Source: an optimization exercise on an open RTL-to-GDS flow (aim: small area and a short achievable clock period). Production flows keep margins and buffers that such runs may drop. RTL that was checked went through simulation tests only; none was proved equivalent to the original. No functional check of the RTL was part of run 1.

==> flow/design.v, too long to show whole: its modules and the start of the top module <==
// module ex_top: 2690 lines
// module ex_ao21: 3 lines
// module ex_fa: 4 lines
// module ex_ha: 4 lines
// module ex_aoi21: 3 lines
// module ex_oai21: 3 lines
// module ex_nand2: 3 lines
// module ex_nor2: 3 lines
// module ex_inv: 3 lines
module ex_top (
    input  logic               clk,
    input  logic               reset,
    input  logic               in_valid,
    input  logic [4:0]         operator,
    input  logic [31:0]        operand1,
    input  logic [31:0]        operand2,
    input  logic [4:0]         dest_addr,
    input  logic               dest_write,
    output logic               out_valid,
    output logic [4:0]         write_addr,
    output logic               write_enable,
    output logic [31:0]        write_data
);
  // ...
==> flow/flow/run.sh <==
#!/bin/bash
# Layout flow: the standard flow (standard.sh), with the port buffers
# inserted as sky130_fd_sc_hd__buf_2 cells instead of the default delay-buffer
# cells. Every tool's output goes to flow_run.log; ORFS keeps its per-step logs
# under orfs/logs.
set -euo pipefail
export BUFFER_PORTS_ARGS="-buffer_cell sky130_fd_sc_hd__buf_2"
bash standard.sh finish > flow_run.log 2>&1
==> flow/standard.sh <==
#!/bin/bash
# synth_recipe.tcl (not shown) runs the flow's synth.tcl, then flattens the netlist and writes it again
# the make line also repeats each setting of config.mk as NAME=value (left out here)
make -C /OpenROAD-flow-scripts/flow DESIGN_CONFIG=/design/flow/config.mk WORK_HOME=/design/flow/orfs CLKGATE_MAP_FILE= SYNTH_SCRIPT=/design/flow/synth_recipe.tcl "${@:-finish}"
==> flow/config.mk <==
export PLATFORM = sky130hd
export DESIGN_NAME = ex_top
export DESIGN_NICKNAME = ex_top
export VERILOG_FILES = /design/flow/design.v
export SDC_FILE = /design/flow/constraint.sdc
export NUM_CORES = 4
export LEC_CHECK = 0
export ABC_AREA = 1
export CAP_MARGIN = 20
export CORE_MARGIN = 2
export CORE_UTILIZATION = 40
export GPL_ROUTABILITY_DRIVEN = 0
export SETUP_SLACK_MARGIN = 4.5
export SLEW_MARGIN = 20
export SYNTH_HIERARCHICAL = 1
==> flow/constraint.sdc <==
create_clock -name core_clock -period 14.0 [get_ports {clk}]
set_input_delay 2.8000 -clock core_clock [delete_from_list [all_inputs] [get_ports {clk}]]
set_output_delay 2.8000 -clock core_clock [all_outputs]
set_load 0.01 [all_outputs]
==> impl_results.md, run 1 <==
* Wl on met1 at 52.35 mm
* Outcome: complete, no violations
* Placed Cells incl. Taps at 4756
* H-Tree Level Count at 3
* Hold path cells at 2
* Slowest-stage cell, CP: fa_1
* Max stage delay on crit path at 0.57 ns
* Core Footprint at 78610 um2
* EDFF count, synth at 0
* WHS at 0.5056 ns
* Top class by area: multi-input combinational cells
* Largest regs: hi x32, lo x32, write_data x32
* CTS tree: done
* Register area at 2062 um2
* ClkCell Share at 0.008598
* Area grow syn2layout at 7.586%
* Clock latency on the worst-skew pair at 0.37 ns
* Rows at 103
* Mux contribution to synthesized area at 0.0009487
* DRC viols at 0
* CTS Root Cell: clkbuf_16
* Data arrival, critical path at 9.58 ns
* Synth Area in Adders at 0.3551
* Placed cell area at 33060 um2
* Die X at 285.3 um
* Synth cell count leaders: xor2_1 (594), nand2_1 (524), o22ai_1 (508)
* Design area at 34050 um2
* Crit-path max FO at 23
* Commonest non-fill, non-tap cell in the layout: xor2_1
* Period utilization at 0.6641
* Max frequency at 107.6 MHz
* Setup crit end kind: register
* WS Path Type: input pin to register
* Register area share after synthesis at 0.06514
* Crit path capture: hi[23]
* Met2 Use GR at 0.4821
* Final setup fails at 0
* Post-CTS setup buffer count at 6
* NonClk Buf Share at 0.05317
==> inputs of run 2 (changes only) <==
--- a/flow/design.v
+++ b/flow/design.v
@@ -2664,38 +2664,33 @@
                       | ({32{op_mflo}} & lo);
     generate
         if (SHIFT_MULT) begin : g_wd
             logic sel_lo, sel_hi;
             assign sel_lo = sel_mul | op_sll;
             assign sel_hi = op_srl | op_sra;
             assign data_next = data_other | ({32{sel_lo}} & prod[31:0]) | ({32{sel_hi}} & prod[63:32]);
         end else begin : g_wd
-            for (genvar j = 0; j < 32; j++) begin : g_b
-                ex_ao21 u_wd (.a(data_other[j]), .b(sel_mul), .c(prod[j]), .y(data_next[j]));
-            end
+            assign data_next = data_other | ({32{sel_mul}} & prod[31:0]);
         end
     endgenerate
     always_ff @(posedge clk) begin
         if (reset) begin
             out_valid    <= 1'b0;
             write_enable <= 1'b0;
         end else begin
             out_valid    <= in_valid;
             write_enable <= in_valid & dest_write & ~ovf;
         end
     end
     always_ff @(posedge clk) begin
         write_addr <= dest_addr;
         write_data <= data_next;
     end
 endmodule
-module ex_ao21 (input logic a, input logic b, input logic c, output logic y);
-    assign y = a | (b & c);
-endmodule
 module ex_fa (input logic a, input logic b, input logic c, output logic s, output logic co);
     assign s  = a ^ b ^ c;
     assign co = (a & b) | (a & c) | (b & c);
 endmodule
 module ex_ha (input logic a, input logic b, output logic s, output logic co);
     assign s  = a ^ b;
     assign co = a & b;
 endmodule
==> flow/config.mk (replaced) <==
export PLATFORM = sky130hd
export DESIGN_NAME = ex_top
export DESIGN_NICKNAME = ex_top
export VERILOG_FILES = /design/flow/design.v
export SDC_FILE = /design/flow/constraint.sdc
export NUM_CORES = 4
export LEC_CHECK = 0
export ABC_AREA = 1
export CAP_MARGIN = 20
export CORE_MARGIN = 2
export CORE_UTILIZATION = 40
export SETUP_SLACK_MARGIN = 4.5
export SLEW_MARGIN = 20
export SYNTH_HIERARCHICAL = 1
==> run 2 against run 1 <==
  * Critical endpoint is now write_data[22]
  * Clock skew increased by 0.0099 ns
  * Worst hold slack worse by 0.0039 ns
  * Critical path depth decreased by 6
  * Die area is 0.44% lower
  * Via count decreased by 1.1%
  * Highest routed layer unchanged
  * Worst setup slack worse by 0.053 ns
  * Synthesized area shrank 0.44%
  * Register-to-register slack worse by 0.02 ns
  * Count of clock-buffer cells in the layout is 2 lower
==> impl_results.md, run 2 <==
* # fillers at 7782
* Min Tclk post-route at 9.350 ns
* Post-Route Skew at 0.01915 ns
* WHS Endpoint: hi[18]
* RSZ-0062 raised after global routing: false
* Outcome: complete, no violations
* Yosys top cell by area: fa_1
* Max_cap viols at 0
* Max_slew headroom at 0.2221
* Total die area at 81040 um2
* Final setup fails at 0 (unchanged)
* Area grow syn2layout at 7.536% (about the same)
* Multi-input gate area in the final layout at 27530 um2
* CTS tree: done
* IO Count at 117
* Worst EP required at 14.18 ns
* Routed WL at 142.1 mm
* Synth Flop Type: dfxtp_1
* Rows at 102 (-0.97%)
* Hold path cells at 2 (unchanged)
* WS Path Type: input pin to register
* Routability cong. at 1.000
* Reg2reg setup slack at 12.01 ns
* Max-slew violations at 0
* Register area at 2062 um2 (unchanged)
* Synth cell count leaders: xor2_1 (589), o22ai_1 (495), nand2_1 (493)
* Input/output buffers at 116
* Hold_sp: hi[18]
* Number of global-route vias before repair at 30.19k
* Via density at 6.516
* Worst min path class: register to register
* YS warnings at 7
* Most frequent cell after synthesis: xor2_1
* CTS Root Cell: clkbuf_16
* Syn Nets at 4477
* Worst-Margin Slew at 1.137 ns
* DRC viols at 0 (unchanged)
* Synthesized instance count at 3782
* Clock latency on the worst-skew pair at 0.37 ns (about the same)
* Most frequent cells in the layout: xor2_1 (587), o22ai_1 (495), nand2_1 (484)
* Total CTS buffers at 9
* Area of the mapped netlist at 31510 um2
* Final #Nets at 4379
* Crit-path max FO at 41 (+78%)
* Layout cells sized above 1 at 0.1282
* Dpl hpwl at 96.97 mm
* Flops & latches, synth at 103
* Clk slew on worst S/H paths at 0.08 ns
* Mean Syn Cell Area at 8.332 um2
* Register area share after synthesis at 0.06543 (+0.0002897)
* Drt wl/cell at 30.03 um
* ANT nets after route at 0
* Area contributors post-synth: fa_1 (30%), xor2_1 (16%), o22ai_1 (9.8%), dfxtp_1 (6.5%), ha_1 (5.9%)
* First-pass GRT wire length at 206.7 mm
* Initial DRC Count at 3823
* R2r endpoint: write_data[0]
* Via count at 30.83k
* R2R cell count at 6
* Synth top area share at 0.2979
* Total grt overflow at 0
* Pin count of the biggest net entering global routing at 80
* H-Tree Level Count at 3 (unchanged)
* Ys async rst share at 0
* Largest regs: hi x32, lo x32, write_data x32
* EDFF count, synth at 0 (unchanged)
* WHS at 0.5017 ns (-0.003927 ns)
* Die height at 284.7 um
* Die X at 284.7 um (-0.22%)
* CP Launch Type: input pin
* Initial Utilization at 0.4055
* Max frequency at 107.0 MHz (-0.57%)
* Data arrival, critical path at 9.53 ns (-0.05 ns)
* Setup crit end kind: register
* Initial antenna violation count at 5
* Worst r2r src: hi[0]
* Clock Sink Count at 103
* Total GRT Usage at 0.3411
* DR pass1 iterations at 8
* Clock Tree Buf Depth at 2
* TNS Setup at 0 ns
* Period utilization at 0.6679 (+0.003786)
* Netlist cell types at 48
* Commonest non-fill, non-tap cell in the layout: xor2_1
* Core Footprint at 77720 um2 (-1.1%)
* Final hold violation count at 0
run 2: cell types whose count changed in the layout (fill, tap and decap cells not counted), sizes merged, moves of 4 or more:
cell | before | now
inv | 265 | 215
nor2 | 125 | 166
nand2 | 529 | 496
o211ai | 51 | 24
o221ai | 71 | 89
o2111ai | 10 | 25
a22o | 17 | 3
o22ai | 508 | 495
nor3 | 32 | 22
a221oi | 19 | 27
nand3 | 36 | 43
clkbuf | 18 | 13
xnor2 | 55 | 59
run 2: through the flow:
stage	instances	util	cell area [um2]	setup WS, ns
floorplan	3782	-	31510	4.627
global placement	4694	0.4235	32910	2.917
detailed placement	4694	0.4235	32910	2.853
CTS	4720	0.4313	33520	4.514
global route	4729	0.4359	33880	4.504
finish	4731	0.4360	33890	4.650
run 2: cell type report:
| type | count | share of cell area |
|---|---|---|
| multi-input cells | 3104 | 0.8122 |
| flip-flops and latches | 103 | 0.06085 |
| repair buffers | 238 | 0.05365 |
| well taps | 1040 | 0.03840 |
| inverters | 228 | 0.02625 |
| clock buffers | 9 | 0.006646 |
| clock inverters | 7 | 0.001809 |
| diodes | 2 | 0.0001477 |
run 2: logic make-up (layout without fill, tap and decap cells):
| family | count (synthesis) | in the layout | synth area share |
|---|---|---|---|
| xor gates and xnor gates | 656 | 656 | 0.1842 |
| other | 0 | 2 | 0 |
| muxes | 4 | 4 | 0.001271 |
| buffers and inverters | 575 | 482 | 0.06952 |
| AOI/OAI and AO/OA | 1094 | 1094 | 0.2311 |
| and+or+nand+nor | 733 | 733 | 0.09172 |
| adders and majority gates | 617 | 617 | 0.3567 |
| DFF | 103 | 103 | 0.06543 |
run 2: critical path: stages:
cell	delay (ns)
buf_2	0.09
buf_6	0.26
inv_2	0.10
buf_12	0.19
nor2_2	0.20
buf_4	0.35
nand2_1	0.09
o221ai_1	0.15
fa_1	0.49
fa_1	0.45
fa_1	0.39
fa_1	0.51
fa_1	0.42
ha_1	0.36
a21oi_2	0.14
o21ai_1	0.11
a21oi_2	0.18
o21ai_1	0.14
xnor2_1	0.63
o21ai_0	0.19
a2111oi_0	0.98
o2111ai_1	0.27
run 2: per-layer routing:
metal	global-route usage	wire, um	up-vias
li1	-	-	12887
met1	0.4622	55640	15250
met2	0.5035	59930	2304
met3	0.09109	18570	383
met4	0.1608	7915	4
met5	0	22	-
run 2: worst max path at each step:
stage                             from              to  slack, ns  depth (start not counted)
after floorplan            operand1[0]          hi[31]       4.63                         28
after global placement     operand1[3]          hi[31]       2.92                         27
after detailed placement   operand1[3]          hi[31]       2.85                         27
after CTS                 operand2[31]          hi[31]       4.51                         24
after global routing       operand1[4]          hi[31]       4.50                         28
final                      operand1[0]  write_data[22]       4.65                         22
run 2: modules after synthesis (local to each module, per instance), a selection:
| module | cells inside | times used | flip-flops and latches | cell area [um2] |
|---|---|---|---|---|
| ex_fa | 1 | 469 | 0 | 20.02 |
| ex_ha | 1 | 136 | 0 | 12.51 |
| ex_inv | 1 | 26 | 0 | 3.754 |
| ex_nand2 | 1 | 54 | 0 | 3.754 |
| ex_nor2 | 1 | 24 | 0 | 3.754 |
| ex_oai21 | 1 | 54 | 0 | 5.005 |
run 2: what timing repair did:
action | 4_1_cts | 5_1_grt
pin swaps | 1 | 2
cloned | 1 | 1
buffers inserted | 9 | 8
hold buffers | 0 | 0
gates resized for setup | 48 | 78
endpoints found under the setup margin | 57 | 29
==> inputs of run 3 (changes only) <==
--- a/flow/config.mk
+++ b/flow/config.mk
@@ -12,3 +12,4 @@
 export SETUP_SLACK_MARGIN = 4.5
 export SLEW_MARGIN = 20
 export SYNTH_HIERARCHICAL = 1
+export TNS_END_PERCENT = 10
==> run 3 against run 2 <==
  * Register-to-register slack got worse by 0.02 ns
  * First-iteration DRC count is the same
  * Sequential cell count unchanged
  * Largest cell class unchanged
  * Count of clock-buffer cells in the layout unchanged
  * Global-route usage unchanged
  * Still clean on timing, DRC and antenna
==> impl_results.md, run 3 <==
* Initial Utilization at 0.4055 (unchanged)
* Area contributors post-synth: fa_1 (30%), xor2_1 (16%), o22ai_1 (9.8%), dfxtp_1 (6.5%), ha_1 (5.9%)
* Synth Flop Type: dfxtp_1
* First-pass GRT wire length at 206.7 mm (unchanged)
* Hold path cells at 2 (unchanged)
* Flops & latches, synth at 103 (unchanged)
* Ys async rst share at 0 (unchanged)
* DRC viols at 0 (unchanged)
* Min Tclk post-route at 9.432 ns (+0.08202 ns)
* CP Launch Type: input pin
* Clock latency on the worst-skew pair at 0.37 ns (about the same)
* # fillers at 7782 (unchanged)
* Routed WL at 142.1 mm (about the same)
* Setup crit end kind: register
* Rows at 102 (unchanged)
* Synth top area share at 0.2979 (unchanged)
* Layout cells sized above 1 at 0.1282 (unchanged)
* ANT nets after route at 0 (unchanged)
* Die height at 284.7 um (unchanged)
* Reg2reg setup slack at 11.99 ns (-0.02 ns)
* Post-Route Skew at 0.01892 ns (-0.0002382 ns)
* EDFF count, synth at 0 (unchanged)
* Worst-Margin Slew at 1.173 ns (+0.03547 ns)
* Area grow syn2layout at 7.524% (about the same)
* RSZ-0062 raised after global routing: true
* Final #Nets at 4379 (unchanged)
* Final setup fails at 0 (unchanged)
* Hold_sp: hi[18]
* Total grt overflow at 0 (unchanged)
* Commonest non-fill, non-tap cell in the layout: xor2_1
* Max frequency at 106.0 MHz (-0.87%)
* Synthesized instance count at 3782 (unchanged)
* Worst r2r src: hi[0]
* WHS Endpoint: hi[18]
* Die X at 284.7 um (unchanged)
* TNS Setup at 0 ns (unchanged)
* Total GRT Usage at 0.3411 (unchanged)
* CTS tree: done
* Initial antenna violation count at 5 (unchanged)
* Yosys top cell by area: fa_1
* Total CTS buffers at 9 (unchanged)
* Outcome: complete, no violations
* Clock Sink Count at 103 (unchanged)
* Dpl hpwl at 96.97 mm (unchanged)
* Max-slew violations at 0 (unchanged)
* Largest regs: hi x32, lo x32, write_data x32
* Netlist cell types at 48 (unchanged)
* Pin count of the biggest net entering global routing at 80 (unchanged)
* R2R cell count at 6 (unchanged)
* Total die area at 81040 um2 (unchanged)
* Syn Nets at 4477 (unchanged)
* Input/output buffers at 116 (unchanged)
* Crit-path max FO at 41 (unchanged)
* IO Count at 117 (unchanged)
* Data arrival, critical path at 9.62 ns (+0.09 ns)
* Core Footprint at 77720 um2 (unchanged)
* Most frequent cells in the layout: xor2_1 (587), o22ai_1 (495), nand2_1 (484)
* Final hold violation count at 0 (unchanged)
* Drt wl/cell at 30.03 um (about the same)
* Area of the mapped netlist at 31510 um2 (unchanged)
* Most frequent cell after synthesis: xor2_1
* Register area share after synthesis at 0.06543 (unchanged)
* Hold_buf cts at 0 (unchanged)
* Period utilization at 0.6737 (+0.005859)
* R2r endpoint: write_data[0]
* DR pass1 iterations at 9 (+1)
* Number of global-route vias before repair at 30.19k (unchanged)
* WS Path Type: input pin to register
* Synth cell count leaders: xor2_1 (589), o22ai_1 (495), nand2_1 (493)
* Max_cap viols at 0 (unchanged)
* Clk slew on worst S/H paths at 0.08 ns (about the same)
* Mean Syn Cell Area at 8.332 um2 (unchanged)
* Worst min path class: register to register
* YS warnings at 7 (unchanged)
* CTS Root Cell: clkbuf_16
* Routability cong. at 1.000 (unchanged)
* H-Tree Level Count at 3 (unchanged)
* Via count at 30.82k (-0.016%)
* Max_slew headroom at 0.2161 (-0.006013)
* Via density at 6.515 (about the same)
* Worst EP required at 14.18 ns (about the same)
* Initial DRC Count at 3823 (unchanged)
* Clock Tree Buf Depth at 2 (unchanged)
-- run 3: cell counts after synthesis --
Identical to the previous run, type by type.
-- run 3: area by class of cell --
| class | count | area [um2] | share of cell area |
|---|---|---|---|
| repair buffers | 238 | 1814 | 0.05354 |
| multi-input cells | 3104 | 27530 | 0.8123 |
| well taps | 1040 | 1301 | 0.03840 |
| flip-flops and latches | 103 | 2062 | 0.06085 |
| clock buffers | 9 | 225.2 | 0.006647 |
| diodes | 2 | 5.005 | 0.0001477 |
| clock inverters | 7 | 61.31 | 0.001809 |
| inverters | 228 | 889.6 | 0.02625 |
-- run 3: worst max path at each step --
stage                 start  slack [ns]  depth (start not counted)        endpoint
2_1_floorplan   operand1[0]        4.63                         28          hi[31]
3_3_place_gp    operand1[3]        2.92                         27          hi[31]
3_5_place_dp    operand1[3]        2.85                         27          hi[31]
4_1_cts        operand2[31]        4.51                         24          hi[31]
5_1_grt         operand1[0]        4.46                         24  write_data[25]
6_report        operand1[0]        4.57                         22  write_data[22]
-- run 3: critical path: stages --
cell and delay [ns]:
buf_2 0.08, buf_4 0.34, inv_2 0.11, buf_12 0.20, nor2_2 0.20, buf_4 0.35
nand2_1 0.09, o221ai_1 0.15, fa_1 0.49, fa_1 0.45, fa_1 0.39, fa_1 0.51
fa_1 0.42, ha_1 0.36, a21oi_2 0.14, o21ai_1 0.11, a21oi_2 0.18, o21ai_1 0.14
xnor2_1 0.64, o21ai_0 0.19, a2111oi_0 0.96, o2111ai_1 0.27
-- run 3: routing by layer --
layer  GRT usage  share of wire  vias to the layer above
met5           0        0.00015                        -
met4      0.1608          0.054                        4
met3     0.09109           0.13                      380
met2      0.5035           0.42                     2296
met1      0.4622           0.39                    15254
li1            -              -                    12889
-- run 3: cells by family after synthesis --
group / count (synthesis) / synth area share
AOI/OAI and AO/OA: 1094 / 0.2311
xor gates and xnor gates: 656 / 0.1842
adders and majority gates: 617 / 0.3567
buffers and inverters: 575 / 0.06952
DFF: 103 / 0.06543
muxes: 4 / 0.001271
and+or+nand+nor: 733 / 0.09172
-- run 3: per-module statistics from Yosys, one instance, submodules excluded, excerpt --
module,cells inside,flip-flops and latches,times used
ex_oai21,1,0,54
ex_top,2902,103,1
ex_ha,1,0,136
ex_fa,1,0,469
ex_aoi21,1,0,117
ex_nand2,1,0,54
ex_inv,1,0,26
-- run 3: what timing repair did --
item	4_1_cts	5_1_grt
buffers inserted	9	8
pin swaps	1	2
endpoints found under the setup margin	57	29
cloned	1	1
gates resized for setup	48	77
-- run 3: through the flow --
step / util / cells / setup WS, ns / hold WS [ns] / cell area (um2)
2_1_floorplan: - / 3782 / 4.627 / 0.4583 / 31510
3_3_place_gp: 0.4235 / 4694 / 2.917 / 0.4770 / 32910
3_5_place_dp: 0.4235 / 4694 / 2.853 / 0.4799 / 32910
4_1_cts: 0.4313 / 4720 / 4.514 / 0.5026 / 33520
5_1_grt: 0.4359 / 4729 / 4.457 / 0.5194 / 33880
6_report: 0.4360 / 4731 / 4.568 / 0.5017 / 33880
==> inputs of run 4 (changes only) <==
--- a/flow/flow/run.sh
+++ b/flow/flow/run.sh
@@ -5,4 +5,5 @@
 # under orfs/logs.
 set -euo pipefail
 export BUFFER_PORTS_ARGS="-buffer_cell sky130_fd_sc_hd__buf_2"
+export SETUP_SLACK_MARGIN=4.7
 bash standard.sh finish > flow_run.log 2>&1
--- a/flow/config.mk
+++ b/flow/config.mk
@@ -9,7 +9,5 @@
 export CAP_MARGIN = 20
 export CORE_MARGIN = 2
 export CORE_UTILIZATION = 40
-export SETUP_SLACK_MARGIN = 4.5
 export SLEW_MARGIN = 20
 export SYNTH_HIERARCHICAL = 1
-export TNS_END_PERCENT = 10
==> run 4 against run 3 <==
  * Still clean on timing, DRC and antenna
  * Register-to-register slack gained 0.11 ns
  * Via count grew 1.4%
  * Synthesized area is the same
==> impl_results.md, run 4 <==
* Total die area at 81040 um2 (unchanged)
* Crit-path most repeated cell: fa_1
* Core Footprint at 77720 um2 (unchanged)
* Initial Utilization at 0.4055 (unchanged)
* Outcome: complete, no violations
* Total GRT Usage at 0.3442 (+0.003122)
* Flops & latches, synth at 103 (unchanged)
* Number of global-route vias before repair at 30.21k (+0.073%)
* WS Path Type: input pin to register
* Total grt overflow at 0 (unchanged)
* Die height at 284.7 um (unchanged)
* Worst-Margin Slew at 1.146 ns (-0.02679 ns)
* YS warnings at 7 (unchanged)
* Ys async rst share at 0 (unchanged)
* Max stage delay on crit path at 0.91 ns (-0.05 ns)
* Most frequent cells in the layout: xor2_1 (586), o22ai_1 (494), nand2_1 (484)
* Via density at 6.577 (+0.95%)
* Max-slew violations at 0 (unchanged)
* CTS Root Cell: clkbuf_16
* Top routing layer in use: met5
* Period utilization at 0.6578 (-0.01588)
* Crit-path max FO at 19 (-54%)
* ANT nets after route at 0 (unchanged)
* Wl on met1 at 56.17 mm (+0.81%)
* Synthesized instance count at 3782 (unchanged)
* Hold path cells at 2 (unchanged)
* Clock Tree Buf Depth at 2 (unchanged)
* Total CTS buffers at 9 (unchanged)
* Register area share after synthesis at 0.06543 (unchanged)
* Worst EP required at 14.16 ns (-0.02 ns)
* Max_cap viols at 0 (unchanged)
* First-pass GRT wire length at 208.5 mm (+0.86%)
* Final #Nets at 4400 (+0.48%)
* Final hold violation count at 0 (unchanged)
* WL met2 at 60.38 mm (+0.43%)
* Placed Cells incl. Taps at 4696 (+0.043%)
* Critical-path cell list: buf_4 -> nor2_2 -> inv_1 -> nand2_4 -> buf_6 -> o22ai_1 -> xor2_1 -> fa_1 -> fa_1 -> fa_1 -> fa_1 -> fa_1 -> ha_1 -> a21oi_2 -> o21ai_1 -> a21oi_2 -> o21ai_4 -> xnor2_2 -> nor2_1 -> a2111oi_0 -> o2111ai_1
* Data arrival, critical path at 9.37 ns (-0.25 ns)
* CTS tree: done
* Min Tclk post-route at 9.210 ns (-0.2223 ns)
* Initial DRC Count at 4337 (+13%)
* R2R cell count at 4 (-2)
* Synth Flop Type: dfxtp_1
* Area of the mapped netlist at 31510 um2 (unchanged)
* Syn Nets at 4477 (unchanged)
* Commonest non-fill, non-tap cell in the layout: xor2_1
* Setup crit end kind: register
* DR pass1 iterations at 6 (-3)
* Layout cells sized above 1 at 0.1350 (+0.006821)
* Synth cell count leaders: xor2_1 (589), o22ai_1 (495), nand2_1 (493)
* Via count at 31.26k (+1.4%)
* Die X at 284.7 um (unchanged)
* Mean Syn Cell Area at 8.332 um2 (unchanged)
* Max_slew headroom at 0.2333 (+0.01724)
* Pin count of the biggest net entering global routing at 80 (unchanged)
* Routability cong. at 1.028 (+2.8%)
* EDFF count, synth at 0 (unchanged)
* Clock latency on the worst-skew pair at 0.37 ns (about the same)
* Yosys top cell by area: fa_1
* WHS at 0.5134 ns (+0.01173 ns)
* Clk slew on worst S/H paths at 0.08 ns (about the same)
* DRC viols at 0 (unchanged)
* Final setup fails at 0 (unchanged)
* Rows at 102 (unchanged)
* Largest regs: hi x32, lo x32, write_data x32
* Max frequency at 108.6 MHz (+2.4%)
* Drt wl/cell at 30.50 um (+1.6%)
* # fillers at 7664 (-1.5%)
* WHS Endpoint: hi[18]
* Initial antenna violation count at 2 (-3)
* Slowest-stage cell, CP: a2111oi_0
* Reg2reg setup slack at 12.10 ns (+0.11 ns)
* Synth top area share at 0.2979 (unchanged)
* Hold_buf cts at 0 (unchanged)
* Worst min path class: register to register
* RSZ-0062 raised after global routing: false
* Worst r2r src: lo[24]
* Most frequent cell after synthesis: xor2_1
* Hold_sp: hi[18]
* Area contributors post-synth: fa_1 (30%), xor2_1 (16%), o22ai_1 (9.8%), dfxtp_1 (6.5%), ha_1 (5.9%)
* R2r endpoint: write_data[24]
* Area grow syn2layout at 9.017%
* Netlist cell types at 48 (unchanged)
* IO Count at 117 (unchanged)
* Post-Layout Cell Count at 4753 (+0.47%)
* CP Launch Type: input pin
* WL met3 at 19.19 mm (+3.8%)
* TNS Setup at 0 ns (unchanged)
* H-Tree Level Count at 3 (unchanged)
* Post-Route Skew at 0.01468 ns (-0.004239 ns)
* Input/output buffers at 116 (unchanged)
* Clock Sink Count at 103 (unchanged)
* Routed WL at 144.9 mm (+2.0%)
* Dpl hpwl at 98.13 mm (+1.2%)
==> run 4: worst max-delay path by stage <==
stage                 start  cells past startpoint              to  slack (ns)
4_1_cts        operand1[13]                     27  write_data[31]        4.50
2_1_floorplan   operand1[0]                     28          hi[31]        4.73
3_5_place_dp   operand1[13]                     26  write_data[31]        2.96
3_3_place_gp   operand1[13]                     27  write_data[31]        3.01
5_1_grt         operand1[1]                     28          hi[23]        4.69
6_report       operand1[11]                     21  write_data[24]        4.79
==> run 4: through the flow <==
step                      setup slack [ns]    util  cell area (um2)
after floorplan                      4.734       -            31510
after global placement               3.008  0.4236            32920
after detailed placement             2.963  0.4238            32940
after CTS                            4.502  0.4323            33600
after global routing                 4.689  0.4419            34350
final                                4.790  0.4420            34350
==> run 4: per-module statistics from Yosys (local to each module, per instance) <==
module / copies in the design / flip-flops and latches / cell area, um2 / cells inside
ex_aoi21: 117 / 0 / 8.758 / 1
ex_fa: 469 / 0 / 20.02 / 1
ex_ha: 136 / 0 / 12.51 / 1
ex_inv: 26 / 0 / 3.754 / 1
ex_nand2: 54 / 0 / 3.754 / 1
ex_nor2: 24 / 0 / 3.754 / 1
ex_oai21: 54 / 0 / 5.005 / 1
ex_top: 1 / 103 / 18740 / 2902
==> run 4: layer usage <==
layer	vias up	GRT usage
met2	2506	0.4968
li1	12929	-
met1	15329	0.4703
met5	-	0
met4	2	0.1822
met3	494	0.08860
==> run 4: area by class of cell <==
type | instances | area (um2) | area share
Tap cell | 1040 | 1301 | 0.03788
Inverter | 228 | 888.4 | 0.02586
Timing Repair Buffer | 259 | 2161 | 0.06290
Antenna cell | 3 | 7.507 | 0.0002185
Clock buffer | 9 | 225.2 | 0.006556
Clock inverter | 7 | 88.84 | 0.002586
Multi-Input combinational cell | 3104 | 27620 | 0.8040
Sequential cell | 103 | 2062 | 0.06002
==> run 4: cell families after synthesis <==
| family | Yosys count | synth area share |
|---|---|---|
| mux | 4 | 0.001271 |
| compound gates | 1094 | 0.2311 |
| fa+ha+maj | 617 | 0.3567 |
| xor+xnor | 656 | 0.1842 |
| buf+inv | 575 | 0.06952 |
| flops | 103 | 0.06543 |
| simple gates | 733 | 0.09172 |
==> run 4: what timing repair did <==
action | 4_1_cts | 5_1_grt
setup buffers | 4 | 25
resized for setup | 65 | 94
gates cloned | 1 | 8
setup endpoints to repair | 49 | 31
pin swaps | 2 | 10
==> run 4: worst max-delay path, delay by kind of cell <==
kind,cells,cell delay (ns)
buf+inv,3,0.63
xor+xnor,2,0.65
simple gates,3,0.64
fa+ha+maj,6,2.68
compound gates,7,1.91
==> inputs of run 5 (changes only) <==
==> flow/flow/run.sh (replaced) <==
#!/bin/bash
# Layout flow: the standard flow (standard.sh), with the port buffers
# inserted as sky130_fd_sc_hd__buf_4 cells instead of the default delay-buffer
# cells. Every tool's output goes to flow_run.log; ORFS keeps its per-step logs
# under orfs/logs.
set -euo pipefail
export BUFFER_PORTS_ARGS="-buffer_cell sky130_fd_sc_hd__buf_4"
bash standard.sh finish > flow_run.log 2>&1
--- a/flow/config.mk
+++ b/flow/config.mk
@@ -9,5 +9,6 @@
 export CAP_MARGIN = 20
 export CORE_MARGIN = 2
 export CORE_UTILIZATION = 40
+export SETUP_SLACK_MARGIN = 4.5
 export SLEW_MARGIN = 20
 export SYNTH_HIERARCHICAL = 1
==> run 5 against run 4 <==
  * Critical path type unchanged
  * Count of clock-buffer cells in the layout up 2
  * Global-route usage down 0.37 points
  * Critical endpoint is now write_data[22]
  * Still clean on timing, DRC and antenna
  * Cell area fell by 1.4%
  * Non-clock buffer count is 35 lower
==> impl_results.md, run 5 <==
* Syn Nets at 4477 (unchanged)
* Largest regs: hi x32, lo x32, write_data x32
* Post-Synth Simple-Gate Area at 0.09172 (unchanged)
* Core Footprint at 77720 um2 (unchanged)
* Worst path top cell family by delay: adder cells
* Max frequency at 106.2 MHz (-2.2%)
* Post-Layout Cell Count at 4717 (-0.76%)
* Data arrival, critical path at 9.58 ns (+0.21 ns)
* CP Launch Type: input pin
* Die height at 284.7 um (unchanged)
* WS Path Type: input pin to register
* Outcome: complete, no violations
* Synth Area in Compound Gates at 0.2311 (unchanged)
* Met2 Use GR at 0.5019 (+0.005109)
* Synth top area share at 0.2979 (unchanged)
* Drt wl/cell at 29.95 um (-1.8%)
* Commonest non-fill, non-tap cell in the layout: xor2_1
* Routed WL at 141.3 mm (-2.5%)
* Period utilization at 0.6729 (+0.01507)
* Critical-path cell list: buf_6 -> nand2_1 -> nand2_2 -> buf_4 -> o22ai_1 -> xor2_1 -> fa_1 -> fa_1 -> fa_1 -> fa_1 -> fa_1 -> ha_1 -> a21oi_2 -> o21ai_1 -> a21oi_2 -> o21ai_1 -> xnor2_1 -> o21ai_0 -> a2111oi_0 -> o2111ai_1
* Synth Flop Type: dfxtp_1
* TNS Setup at 0 ns (unchanged)
* ANT nets after route at 0 (unchanged)
* Clock latency on the worst-skew pair at 0.37 ns (about the same)
* Crit-path most repeated cell: fa_1
* Die X at 284.7 um (unchanged)
* H-Tree Level Count at 3 (unchanged)
* Post-Route Skew at 0.009233 ns (-0.005443 ns)
* Synth cell count leaders: xor2_1 (589), o22ai_1 (495), nand2_1 (493)
* Register area share after synthesis at 0.06543 (unchanged)
* Critical path buffers and inverters at 2 (-1)
* Rows at 102 (unchanged)
* Mux contribution to synthesized area at 0.001271 (unchanged)
* Total GRT Usage at 0.3405 (-0.003737)
* Worst min path class: register to register
* Worst-Margin Slew at 1.149 ns (+0.002464 ns)
* Dpl hpwl at 97.38 mm (-0.76%)
* Most frequent cell after synthesis: xor2_1
* Ys async rst share at 0 (unchanged)
* IO Count at 117 (unchanged)
* Number of global-route vias before repair at 30.56k (+1.2%)
* Total CTS buffers at 9 (unchanged)
* Max_cap viols at 0 (unchanged)
* Setup crit end kind: register
* Worst EP required at 14.16 ns (about the same)
* Max stage delay on crit path at 0.93 ns (+0.02 ns)
* Netlist cell types at 48 (unchanged)
* Crit-path max FO at 43 (+24)
* CTS tree: done
* Slowest-stage cell, CP: a2111oi_0
* CTS Root Cell: clkbuf_16
* Yosys top cell by area: fa_1
* Main combinational cell family by area after synthesis: adder cells
* Final #Nets at 4365 (-0.80%)
* First-pass GRT wire length at 206.4 mm (-0.98%)
* Mean Syn Cell Area at 8.332 um2 (unchanged)
* GR Util met3 at 0.08716 (-0.001445)
* Clock Tree Buf Depth at 2 (unchanged)
* Pin count of the biggest net entering global routing at 56 (-30%)
* Via count at 30.74k (-1.7%)
* Input/output buffers at 116 (unchanged)
* YS warnings at 7 (unchanged)
* Area grow syn2layout at 7.468%
* DRC viols at 0 (unchanged)
* Initial Utilization at 0.4055 (unchanged)
* Total die area at 81040 um2 (unchanged)
* Max-slew violations at 0 (unchanged)
* Synth Area in XOR/XNOR at 0.1842 (unchanged)
* Clock Sink Count at 103 (unchanged)
* Synthesized instance count at 3782 (unchanged)
* Clk slew on worst S/H paths at 0.08 ns (about the same)
* Placed Cells incl. Taps at 4686 (-0.21%)
* Grt peak-use layer: met2
* Initial DRC Count at 3934 (-9.3%)
* Total grt overflow at 0 (unchanged)
* Flops & latches, synth at 103 (unchanged)
* Most frequent cells in the layout: xor2_1 (586), o22ai_1 (495), nand2_1 (488)
* Initial antenna violation count at 2 (unchanged)
* DR pass1 iterations at 6 (unchanged)
* Hold_buf cts at 0 (unchanged)
* Final hold violation count at 0 (unchanged)
* Area of the mapped netlist at 31510 um2 (unchanged)
* Max_slew headroom at 0.2343 (+0.0009490)
* RSZ-0062 raised after global routing: false
* Via density at 6.518 (-0.90%)
* Layout cells sized above 1 at 0.1235 (-0.01150)
* Grt met1 use at 0.4535 (-0.01685)
* EDFF count, synth at 0 (unchanged)
* Min Tclk post-route at 9.421 ns (+0.2109 ns)
* Area contributors post-synth: fa_1 (30%), xor2_1 (16%), o22ai_1 (9.8%), dfxtp_1 (6.5%), ha_1 (5.9%)
* Synth Area in Adders at 0.3567 (unchanged)
* Routability cong. at 0.9911 (-3.6%)
* Final setup fails at 0 (unchanged)
==> run 5: cell counts after synthesis <==
No cell type changed its count.
==> run 5: modules after synthesis, one instance, submodules excluded <==
module / cell area (um2) / copies in the design
ex_nand2: 3.754 / 54
ex_ha: 12.51 / 136
ex_nor2: 3.754 / 24
ex_top: 18740 / 1
ex_inv: 3.754 / 26
ex_oai21: 5.005 / 54
ex_fa: 20.02 / 469
ex_aoi21: 8.758 / 117
==> run 5: worst paths after layout <==
path	startpoint	to	slack (ns)	cells after the start
max	operand1[1]	write_data[22]	4.58	20
max reg2reg	hi[22]	write_data[22]	12.10	4
min reg2reg	hi[24]	hi[24]	0.51	2
min	hi[24]	hi[24]	0.51	2
==> run 5: routing by layer <==
| metal | wire length, um | share of wire | vias up |
|---|---|---|---|
| li1 | - | - | 12862 |
| met1 | 55560 | 0.39 | 15082 |
| met3 | 17440 | 0.12 | 465 |
| met5 | 59 | 0.00042 | - |
| met2 | 58880 | 0.42 | 2333 |
| met4 | 9304 | 0.066 | 2 |
==> run 5: logic make-up after synthesis <==
family / Yosys count
compound gates: 1094
simple gates: 733
xor+xnor: 656
fa+ha+maj: 617
buf+inv: 575
flops: 103
mux: 4
==> run 5: area by class of cell <==
type	instances	area, um2
diodes	2	5.005
fillers	7724	43860
clock inverters	5	38.79
clock buffers	11	252.7
repair buffers	224	1856
flip-flops and latches	103	2062
well taps	1040	1301
multi-input cells	3104	27470
inverters	228	879.6
==> run 5: through the flow <==
step | utilization | cell area [um2] | hold WS, ns | setup WS, ns
after global routing | 0.4357 | 33860 | 0.5256 | 4.499
after CTS | 0.4314 | 33530 | 0.5046 | 4.442
after global placement | 0.4263 | 33130 | 0.4756 | 3.497
final | 0.4357 | 33870 | 0.5106 | 4.579
after detailed placement | 0.4263 | 33140 | 0.4831 | 3.637
after floorplan | - | 31510 | 0.4583 | 4.627
==> run 5: worst min-delay path: cells and delay by family (launching register included) <==
family           cells  cell delay (ns)
flip-flops           1             0.33
AND/OR/NAND/NOR      1             0.07
AO/OA/AOI/OAI        1             0.07
==> run 5: timing repair <==
action / CTS / global route
resized for setup: 25 / 60
pin swaps: 0 / 4
endpoints found under the hold margin: 0 / 0
buffers inserted: 0 / 13
endpoints found under the setup margin: 31 / 32
==> inputs of run 6 (changes only) <==
==> flow/flow/run.sh (replaced) <==
#!/bin/bash
# Layout flow: the standard flow (standard.sh), with the port buffers
# inserted as sky130_fd_sc_hd__buf_1 cells instead of the default delay-buffer
# cells. Every tool's output goes to flow_run.log; ORFS keeps its per-step logs
# under orfs/logs.
set -euo pipefail
export BUFFER_PORTS_ARGS="-buffer_cell sky130_fd_sc_hd__buf_1"
bash standard.sh finish > flow_run.log 2>&1
==> run 6 against run 5 <==
  * Largest cell class unchanged
  * Sequential share of layout area barely moved
  * First-iteration DRC count is 0.43% higher
  * Clock skew up 0.0035 ns
  * Cell area fell by 0.71%
  * Core utilization fell by 0.31 points
  * Critical path type unchanged
  * Worst setup slack worse by 0.0023 ns
  * Final cell count up 0.34%
  * Die area did not move
  * Synthesized cell count stayed put
  * Global-route usage increased by 0.098 points
==> impl_results.md, run 6 <==
* Met2 Use GR at 0.5031 (+0.001217)
* Total GRT Usage at 0.3415 (+0.0009767)
* DR pass1 iterations at 6 (unchanged)
* Number of global-route vias before repair at 30.28k (-0.91%)
* Final #Nets at 4380 (+0.34%)
* Clk slew on worst S/H paths at 0.09 ns (about the same)
* GR Util met3 at 0.09864 (+0.01148)
* WS Path Type: input pin to register
* CP Launch Type: input pin
* Most frequent cells in the layout: xor2_1 (586), o22ai_1 (494), nand2_1 (486)
* Via count at 30.66k (-0.27%)
* Netlist cell types at 48 (unchanged)
* CTS tree: done
* Hold_buf cts at 0 (unchanged)
* Total CTS buffers at 9 (unchanged)
* Synth cell count leaders: xor2_1 (589), o22ai_1 (495), nand2_1 (493)
* Register area share after synthesis at 0.06543 (unchanged)
* Post-layout util at 0.4326 (-0.003107)
* Largest regs: hi x32, lo x32, write_data x32
* Setup crit end kind: register
* Clock Sink Count at 103 (unchanged)
* Outcome: complete, no violations
* IO Count at 117 (unchanged)
* Die height at 284.7 um (unchanged)
* H-Tree Level Count at 3 (unchanged)
* Synth Flop Type: dfxtp_1
* Total grt overflow at 0 (unchanged)
* Data arrival, critical path at 9.66 ns (+0.08 ns)
* Worst path top cell family by delay: adder cells
* Dpl hpwl at 97.77 mm (+0.39%)
* Total die area at 81040 um2 (unchanged)
* Max-slew violations at 0 (unchanged)
* Area contributors post-synth: fa_1 (30%), xor2_1 (16%), o22ai_1 (9.8%), dfxtp_1 (6.5%), ha_1 (5.9%)
* Worst-Margin Slew at 1.296 ns (+0.1477 ns)
* Initial DRC Count at 3951 (+0.43%)
* Initial Utilization at 0.4055 (unchanged)
* Clock latency on the worst-skew pair at 0.38 ns (about the same)
* Max_slew headroom at 0.1336 (-0.1006)
* # fillers at 7808 (+1.1%)
* Min Tclk post-route at 9.423 ns (+0.002320 ns)
* Ys async rst share at 0 (unchanged)
* Clock Tree Buf Depth at 2 (unchanged)
* Routability cong. at 0.9908 (about the same)
* Critical path buffers and inverters at 6 (+4)
* WHS Endpoint: hi[12]
* Post-Route Skew at 0.01272 ns (+0.003489 ns)
* Hold_sp: hi[12]
* Design area at 33620 um2 (-0.71%)
* Final setup fails at 0 (unchanged)
* Worst r2r src: lo[17]
* R2R cell count at 4 (unchanged)
* Grt met1 use at 0.4503 (-0.003184)
* Commonest non-fill, non-tap cell in the layout: xor2_1
* Hold path cells at 2 (unchanged)
* Max_cap viols at 0 (unchanged)
* ANT nets after route at 0 (unchanged)
* R2r endpoint: write_data[17]
* Mean Syn Cell Area at 8.332 um2 (unchanged)
* Worst min path class: register to register
* Initial antenna violation count at 4 (+2)
* Crit-path max FO at 32 (-26%)
* Max stage delay on crit path at 0.61 ns (-0.32 ns)
* Core Footprint at 77720 um2 (unchanged)
* Reg2reg setup slack at 12.05 ns (-0.05 ns)
* DRC viols at 0 (unchanged)
* EDFF count, synth at 0 (unchanged)
* Yosys top cell by area: fa_1
* Input/output buffers at 116 (unchanged)
* Synthesized instance count at 3782 (unchanged)
* Drt wl/cell at 29.97 um (about the same)
* Flops & latches, synth at 103 (unchanged)
* Final hold violation count at 0 (unchanged)
* Die X at 284.7 um (unchanged)
* Rows at 102 (unchanged)
* First-pass GRT wire length at 206.6 mm (about the same)
* Crit-path most repeated cell: fa_1
* Via density at 6.478 (-0.61%)
* Max frequency at 106.1 MHz (about the same)
* YS warnings at 7 (unchanged)
* Slowest-stage cell, CP: fa_1
* WHS at 0.5020 ns (-0.008583 ns)
* Pin count of the biggest net entering global routing at 80 (+43%)
* Placed cell area at 32810 um2 (-0.98%)
* Synth top area share at 0.2979 (unchanged)
* Area grow syn2layout at 6.702%
* RSZ-0062 raised after global routing: true
* Period utilization at 0.6731 (about the same)
* Syn Nets at 4477 (unchanged)
* CTS Root Cell: clkbuf_16
* Layout cells sized above 1 at 0.1041 (-0.01947)
* TNS Setup at 0 ns (unchanged)
* Worst EP required at 14.24 ns (+0.08 ns)
* Routed WL at 141.8 mm (+0.41%)
* Most frequent cell after synthesis: xor2_1
* Area of the mapped netlist at 31510 um2 (unchanged)
* Grt peak-use layer: met2
## run 6: changes by cell type in the layout (fill, tap and decap cells not counted), sizes merged
cell	before	now
inv	215	212
buf	223	221
clkbuf	12	27
clkinv	12	14
clkinvlp	6	9
diode	2	3
## run 6: cells by family (layout without fill, tap and decap cells)
group                      Yosys count  after routing  share of synthesized area
adders and majority gates          617            617                     0.3567
muxes                                4              4                   0.001271
xor gates and xnor gates           656            656                     0.1842
buffers and inverters              575            483                    0.06952
other                                0              3                          0
and+or+nand+nor                    733            733                    0.09172
DFF                                103            103                    0.06543
AOI/OAI and AO/OA                 1094           1094                     0.2311
## run 6: metrics by stage
step | setup slack [ns] | std cells
2_1_floorplan | 4.627 | 3782
3_3_place_gp | 3.447 | 4698
3_5_place_dp | 3.376 | 4698
4_1_cts | 4.482 | 4721
5_1_grt | 4.452 | 4730
6_report | 4.577 | 4733
## run 6: modules after synthesis, one instance, submodules excluded
module / flip-flops and latches / copies in the design / cells inside / cell area, um2
ex_nand2: 0 / 54 / 1 / 3.754
ex_fa: 0 / 469 / 1 / 20.02
ex_nor2: 0 / 24 / 1 / 3.754
ex_oai21: 0 / 54 / 1 / 5.005
ex_top: 103 / 1 / 2902 / 18740
ex_inv: 0 / 26 / 1 / 3.754
ex_ha: 0 / 136 / 1 / 12.51
ex_aoi21: 0 / 117 / 1 / 8.758
## run 6: what timing repair did
action                                  CTS  global route
pin swaps                                 2             2
endpoints found under the setup margin   37            29
resized for setup                        46            52
buffers inserted                          7             8
## run 6: per-layer routing
metal,vias up,routed length [um]
li1,12892,-
met1,14994,54970
met2,2292,60040
met3,482,17910
met4,0,8920
met5,-,0
## run 6: cell type report
class,count,area (um2),area share
Sequential cell,103,2062,0.06132
Multi-Input combinational cell,3104,27520,0.8185
Clock buffer,9,225.2,0.006698
Timing Repair Buffer,239,1550,0.04610
Inverter,228,892.1,0.02653
Antenna cell,3,7.507,0.0002233
Tap cell,1040,1301,0.03870
Clock inverter,7,63.81,0.001898
## run 6: worst reg2reg max path, stage by stage, from the launching register on
cell       delay (ns)
dfxtp_1          0.30
inv_1            0.07
o2111ai_1        0.14
a2111oi_1        1.04
o211ai_1         0.21
## run 6: how the worst max path moves through the flow
stage          cells after the start         start     end  slack [ns]
2_1_floorplan                     28   operand1[0]  hi[31]        4.63
3_3_place_gp                      26   operand1[3]  hi[31]        3.45
3_5_place_dp                      26   operand1[3]  hi[31]        3.38
4_1_cts                           25  operand1[13]  hi[31]        4.48
5_1_grt                           25   operator[1]  hi[23]        4.45
6_report                          27  operand1[11]  hi[23]        4.58

## re-timing with driven ports
Ports are ideal in the flow. The routed layouts listed here were re-timed in OpenROAD.
Step 1 (the two cells are an assumption about what drives the block):
set clk [get_ports {clk}]
set_driving_cell -lib_cell sky130_fd_sc_hd__clkbuf_16 $clk
set_driving_cell -lib_cell sky130_fd_sc_hd__buf_2 [delete_from_list [all_inputs] $clk]
Step 2, shift: input delay + t, output delay - t, t = (earliest + latest rising clock arrival at the registers) / 2. This alone moves slack from input paths to output paths.
Slacks: ideal / step 1 / step 2; pairs: ideal / step 1.
run	t (ns)	slack for setup (ns)	hold slack, ns	latest minus earliest clock arrival (ns)	cell pins on the clock port's net
run 1	0.394	4.703 / 4.705 / 4.311	0.506 / 0.506 / 0.506	0.015 / 0.016	1
run 2	0.399	4.650 / 4.663 / 4.264	0.502 / 0.502 / 0.502	0.020 / 0.020	1
run 3	0.398	4.568 / 4.581 / 4.183	0.502 / 0.502 / 0.502	0.020 / 0.020	1
run 4	0.402	4.790 / 4.802 / 4.400	0.513 / 0.513 / 0.513	0.017 / 0.016	1
run 5	0.395	4.579 / 4.568 / 4.173	0.511 / 0.511 / 0.511	0.009 / 0.009	1
run 6	0.407	4.577 / 4.574 / 4.167	0.502 / 0.502 / 0.502	0.014 / 0.014	1
After both steps setup and hold are still met in every run listed. The setup slack of run 6, which loses most, moves by -0.003 ns with the drivers and by -0.410 ns with both steps.
